Source: an optimization exercise on an open RTL-to-GDS flow (aim: small area and a short achievable clock period). Production flows keep margins and buffers that such runs may drop.
Function was checked by simulation only, so behaviour that the tests miss may differ from the original.

==> flow/design.v (outline; a module is shown in full before it is edited, if it fits) <==
// module simple_ntt_core: 907 lines
// module ntt_fa: 4 lines
// module ntt_ha: 4 lines
module simple_ntt_core #(
  parameter int data_width      = 32,
  parameter int max_buffer_size = 4,
  parameter int modulus         = 3329,
  parameter int root            = 1729
) (
  input  logic                               clk,
  input  logic                               reset,
  input  logic [data_width-1:0]              input_buffer0,
  input  logic [data_width-1:0]              input_buffer1,
  input  logic [data_width-1:0]              input_buffer2,
  input  logic [data_width-1:0]              input_buffer3,
  input  logic [$clog2(max_buffer_size)-1:0] index,
  output logic [data_width-1:0]              output_buffer
);
  // ...
==> flow/flow/run.sh <==
#!/bin/bash
# The standard layout (standard.sh), except that the port buffers are
# made from the smallest buffer cell and the constant outputs share one tie cell.
export BUFFER_PORTS_ARGS="-buffer_cell sky130_fd_sc_hd__buf_1"
export SKIP_REPAIR_TIE_FANOUT=1
bash standard.sh > standard.log 2>&1
==> flow/standard.sh <==
#!/bin/bash
# synth_recipe.tcl (not shown) runs the flow's synth.tcl, then flattens the netlist and writes it again
# the make line also repeats each setting of config.mk as NAME=value (left out here)
make -C /OpenROAD-flow-scripts/flow DESIGN_CONFIG=/design/flow/config.mk WORK_HOME=/design/flow/orfs CLKGATE_MAP_FILE= SYNTH_SCRIPT=/design/flow/synth_recipe.tcl "${@:-finish}"
==> flow/config.mk <==
export PLATFORM = sky130hd
export DESIGN_NAME = simple_ntt_core
export DESIGN_NICKNAME = simple_ntt_core
export VERILOG_FILES = /design/flow/design.v
export SDC_FILE = /design/flow/constraint.sdc
export NUM_CORES = 4
export LEC_CHECK = 0
export CAP_MARGIN = 20
export CORE_MARGIN = 2
export CORE_UTILIZATION = 80
export CTS_BUF_LIST = sky130_fd_sc_hd__clkbuf_8
export PLACE_DENSITY = 0.9
export SLEW_MARGIN = 70
export SYNTH_HIERARCHICAL = 1
export SYNTH_MINIMUM_KEEP_SIZE = 0
==> flow/constraint.sdc <==
create_clock -name core_clock -period 55.0 [get_ports {clk}]
set_input_delay 11.0000 -clock core_clock [delete_from_list [all_inputs] [get_ports {clk}]]
set_output_delay 11.0000 -clock core_clock [all_outputs]
set_load 0.01 [all_outputs]
==> results_dict.tcl, run 1 <==
set metrics [dict create \
    track_usage_pct 37.8 \
    cts_tree "yes" \
    synthAdderAreaFrac_pct 64.1 \
    grt_pass1_vias 7217 \
    whs_endpoint "out_r[6]" \
    stdcell_count 1018 \
    dominant_cells "multi-input gates" \
    synth_xor_area_share_pct 9.15 \
    rr_startpoint "k_r[0]" \
    setup_tns_ns 0 \
    clockBufferDepth 2 \
    r2r_slack_ns 40.36 \
    grt_pass1_wl_um 36300 \
    port_buffers 143 \
    crit_slowest_cell "fa_1" \
    synth_cell_types 52 \
    ys_async_sr_fraction_pct 23.6 \
    postSynthAreaPerCell_um2 13.0 \
    yosysTopAreaCell "fa_1" \
    status "timing/DRC/antenna clean" \
    nClkBuffers 5 \
    crit_top_cell "fa_1" \
    totalWireLength_um 23200 \
    wl_met2_um 12400 \
    crit_family "adder cells" \
    synthSimpleGateAreaFrac_pct 3.34 \
    area_growth_pct 6.88 \
    gp_congestion 0.966 \
    required_ns 55.18 \
    met3_length_um 1470 \
    min_from "v_r" \
    multi_input_area_mm2 0.00816 \
    antenna_found_initial 0 \
]
==> inputs of run 2 (changes only) <==
--- a/flow/config.mk
+++ b/flow/config.mk
@@ -7,9 +7,9 @@
 export LEC_CHECK = 0
 export CAP_MARGIN = 20
 export CORE_MARGIN = 2
-export CORE_UTILIZATION = 80
+export CORE_UTILIZATION = 65
 export CTS_BUF_LIST = sky130_fd_sc_hd__clkbuf_8
-export PLACE_DENSITY = 0.9
+export PLACE_DENSITY = 0.75
 export SLEW_MARGIN = 70
 export SYNTH_HIERARCHICAL = 1
 export SYNTH_MINIMUM_KEEP_SIZE = 0
==> run 2 against run 1 <==
Effect of this change: count of clock-buffer cells in the layout is the same; hold slack lost 0.0067 ns; utilization shrank 17 points; first-iteration DRC count shrank 48%; synthesized cell count is the same; fmax grew 0.47%; non-clock buffer count grew 1; sequential share of layout area shrank 0.063 points; highest routed layer unchanged.
==> results_dict.tcl, run 2 <==
set metrics [dict create \
    status "timing/DRC/antenna clean" \
    critical_path_arrival_ns 15.83 \
    drt-pass1-iter-count 4 \
    numCtsBuffers 5 \
    dpl_cell_area_mm2 0.0105 \
    finalCritPeriodShare_pct 28.4 \
    track_usage_pct 27.6 \
    synth_nets 1230 \
    ioPinCount 164 \
    setup_tns_ns 0 \
    ys_top_cells_by_count "fa_1 (281), inv_1 (86), xor2_1 (70), ha_1 (56), dfxtp_1 (42)" \
    synthAdderAreaFrac_pct 64.1 \
    hold_path_class "flop to flop" \
    skew_ns 0.0103 \
    num-nets-final 1340 \
    syn_area_mm2 0.00986 \
    yosysTopAreaCellShare_pct 57.0 \
    finalSetupViolCount 0 \
    drtIter0Drc 236 \
    ys_async_sr_fraction_pct 23.6 \
    path_cells "clkbuf_16 > xor2_1 > ha_1 > fa_1 > fa_1 > fa_1 > fa_1 > fa_1 > fa_1 > fa_1 > fa_1 > fa_1" \
    ant_nets 0 \
    start_kind "input port" \
    crit_type "input port to flop" \
    clkTransAtPathRegs_ns 0.09 \
    start_util_pct 65.6 \
    drv_cap 0 \
    clock_tree.root_cell "clkbuf_8" \
    ctsHoldBuffers 0 \
    grt_pass1_wl_um 34000 \
    dp_hpwl_um 19300 \
    final-hold-violation-count 0 \
    antenna_found_initial 0 \
    core_mm2 0.0150 \
    drc_errors 0 \
    fin_util_pct 70.3 \
    postCtsSetupRepairBufs 0 \
    dieArea_mm2 0.0162 \
    place_ws_ns 39.05 \
    synth_seq_cells 55 \
    whs_ns 0.686 \
    crit_slowest_cell "fa_1" \
    synth_area_leaders "fa_1 (57%), dfxtp_1 (8.5%), ha_1 (7.1%)" \
    clockBufferDepth 2 \
    rsz0062_at_grt "false" \
    end_kind "flop" \
    diodes 0 \
    synthSimpleGateAreaFrac_pct 3.34 \
    final_layout_size_suffix_gt1_share_pct 3.78 \
    cts_resized 0 \
    die_h_um 127 \
    htree_levels 2 \
    yosysSeqAreaShare_pct 11.8 \
    synth_cell_types 52 \
    clk_latency_ns 0.31 \
    path_max_fanout 67 \
    postSynthAreaPerCell_um2 13.0 \
    vias_per_cell 5.47 \
    reg_top3 "rs x20, rt x20, out_r x12" \
    crit_family "adder cells" \
    yosysTopAreaCell "fa_1" \
    period_minus_slack_ns 15.64 \
    port_buffers 143 \
    slew_viol_final 0 \
    dp_cells 1052 \
    grt_max_degree 68 \
    cts.sinks 55 \
    required_ns 55.19 \
    synthCells 761 \
    grt_overflow 0 \
    num_rows 45 \
    routedWlPerCell_um 19.5 \
    synth_top_family_by_area "adder cells" \
    critPathMaxStageDelay_ns 0.62 \
    area_growth_pct 7.14 \
    die_w_um 127 \
    num_vias 5803 \
    final_cell_mix "fa_1 (279), buf_1 (142), inv_1 (86)" \
    ys.flop_type "dfxtp_1" \
    cts_tree "yes" \
    grt_pass1_vias 6776 \
    final_area_mm2 0.0106 \
    layout_commonest_cell "fa_1" \
    totalWireLength_um 20700 \
    worst_slack_ns 39.36 \
    fmax_mhz 63.9 \
    synth-edff-count 0 \
    stdcell_count 1060 \
    crit_top_cell "fa_1" \
    gp_congestion 0.950 \
    yosysWarningCount 7 \
    synth_compound_area_share_pct 3.43 \
    synth_xor_area_share_pct 9.15 \
    yosysMostFrequentCell "fa_1" \
    path_buf_inv 1 \
    synth.area.mux_share_pct 2.22 \
]
==> run 2: worst register-to-register path: cells and delay by family, from the launching register on <==
kind                       cells  cell delay, ns
muxes                          1            0.53
AOI/OAI and AO/OA              3            0.51
buffers and inverters          2            0.51
adders and majority gates     28           11.84
DFF                            1            0.34
and+or+nand+nor                4            0.84
==> run 2: area by class of cell <==
| class | instances | area, µm² |
|---|---|---|
| Multi-Input combinational cell | 576 | 8150 |
| Clock buffer | 5 | 68.8 |
| Fill cell | 1081 | 4470 |
| Timing Repair Buffer | 145 | 593 |
| Inverter | 88 | 333 |
| Clock inverter | 3 | 12.5 |
| Tap cell | 188 | 235 |
| Sequential cell | 55 | 1170 |
==> run 2: final timing paths <==
kind	startpoint	endpoint	slack, ns	cells past startpoint
worst min register to register	v_r	out_r[6]	0.69	1
worst min-delay path	v_r	out_r[6]	0.69	1
min in group asynchronous	reset	out_r[5]	10.59	2
worst max register to register	k_r[0]	out_r[5]	40.38	38
max in group asynchronous	reset	v_r	44.18	2
worst max-delay path	index[0]	rt[3]	39.36	12
==> run 2: cells by family (layout without fill, tap and decap cells) <==
| logic type | count (synthesis) | after routing |
|---|---|---|
| mux | 19 | 19 |
| other cells | 2 | 2 |
| fa+ha+maj | 337 | 337 |
| flops | 55 | 55 |
| simple gates | 63 | 63 |
| buf+inv | 130 | 241 |
| xor+xnor | 103 | 103 |
| compound gates | 52 | 52 |
==> run 2: per-module statistics from Yosys (local to each module, per instance) <==
module / cell area, µm² / flops+latches
simple_ntt_core: 3800 / 55
ntt_fa: 20.0 / 0
ntt_ha: 12.5 / 0
==> run 2: per-layer routing <==
metal	track usage [%]	vias to the layer above	wire length [µm]
li1	-	2535	-
met1	35.4	3007	8080
met2	50.3	223	11000
met3	3.35	38	1010
met4	7.63	0	535
met5	0	-	0

## separate check: timing with driven ports
The results above use ideal ports. As a check the final layouts listed here were re-extracted and re-timed, cells and wires unchanged. Step 1: set_driving_cell puts a clkbuf_16 on clk and a buf_2 on each other input, an assumption about the parent block. Step 2 times the ports against the registers' clock, not the clock port: input delays grow and output delays shrink by t, the midpoint of the rising clock arrivals with the driver on. a / b / c = no drivers / after step 1 / after step 2; a / b = the first two.
| run | shift t [ns] | slack for setup (ns) | worst setup path at the end | slew at the worst register clock pin (ns) | pins driven straight from the clock port |
|---|---|---|---|---|---|
| run 1 | 0.340 | 39.281 / 39.273 / 38.933 | input to register | 0.09 / 0.09 | 1 |
| run 2 | 0.338 | 39.355 / 39.347 / 39.009 | input to register | 0.09 / 0.09 | 1 |
After both steps every run listed still meets setup and hold. For run 1, which loses most, drivers alone change the setup slack by -0.008 ns; drivers and shift together by -0.348 ns.
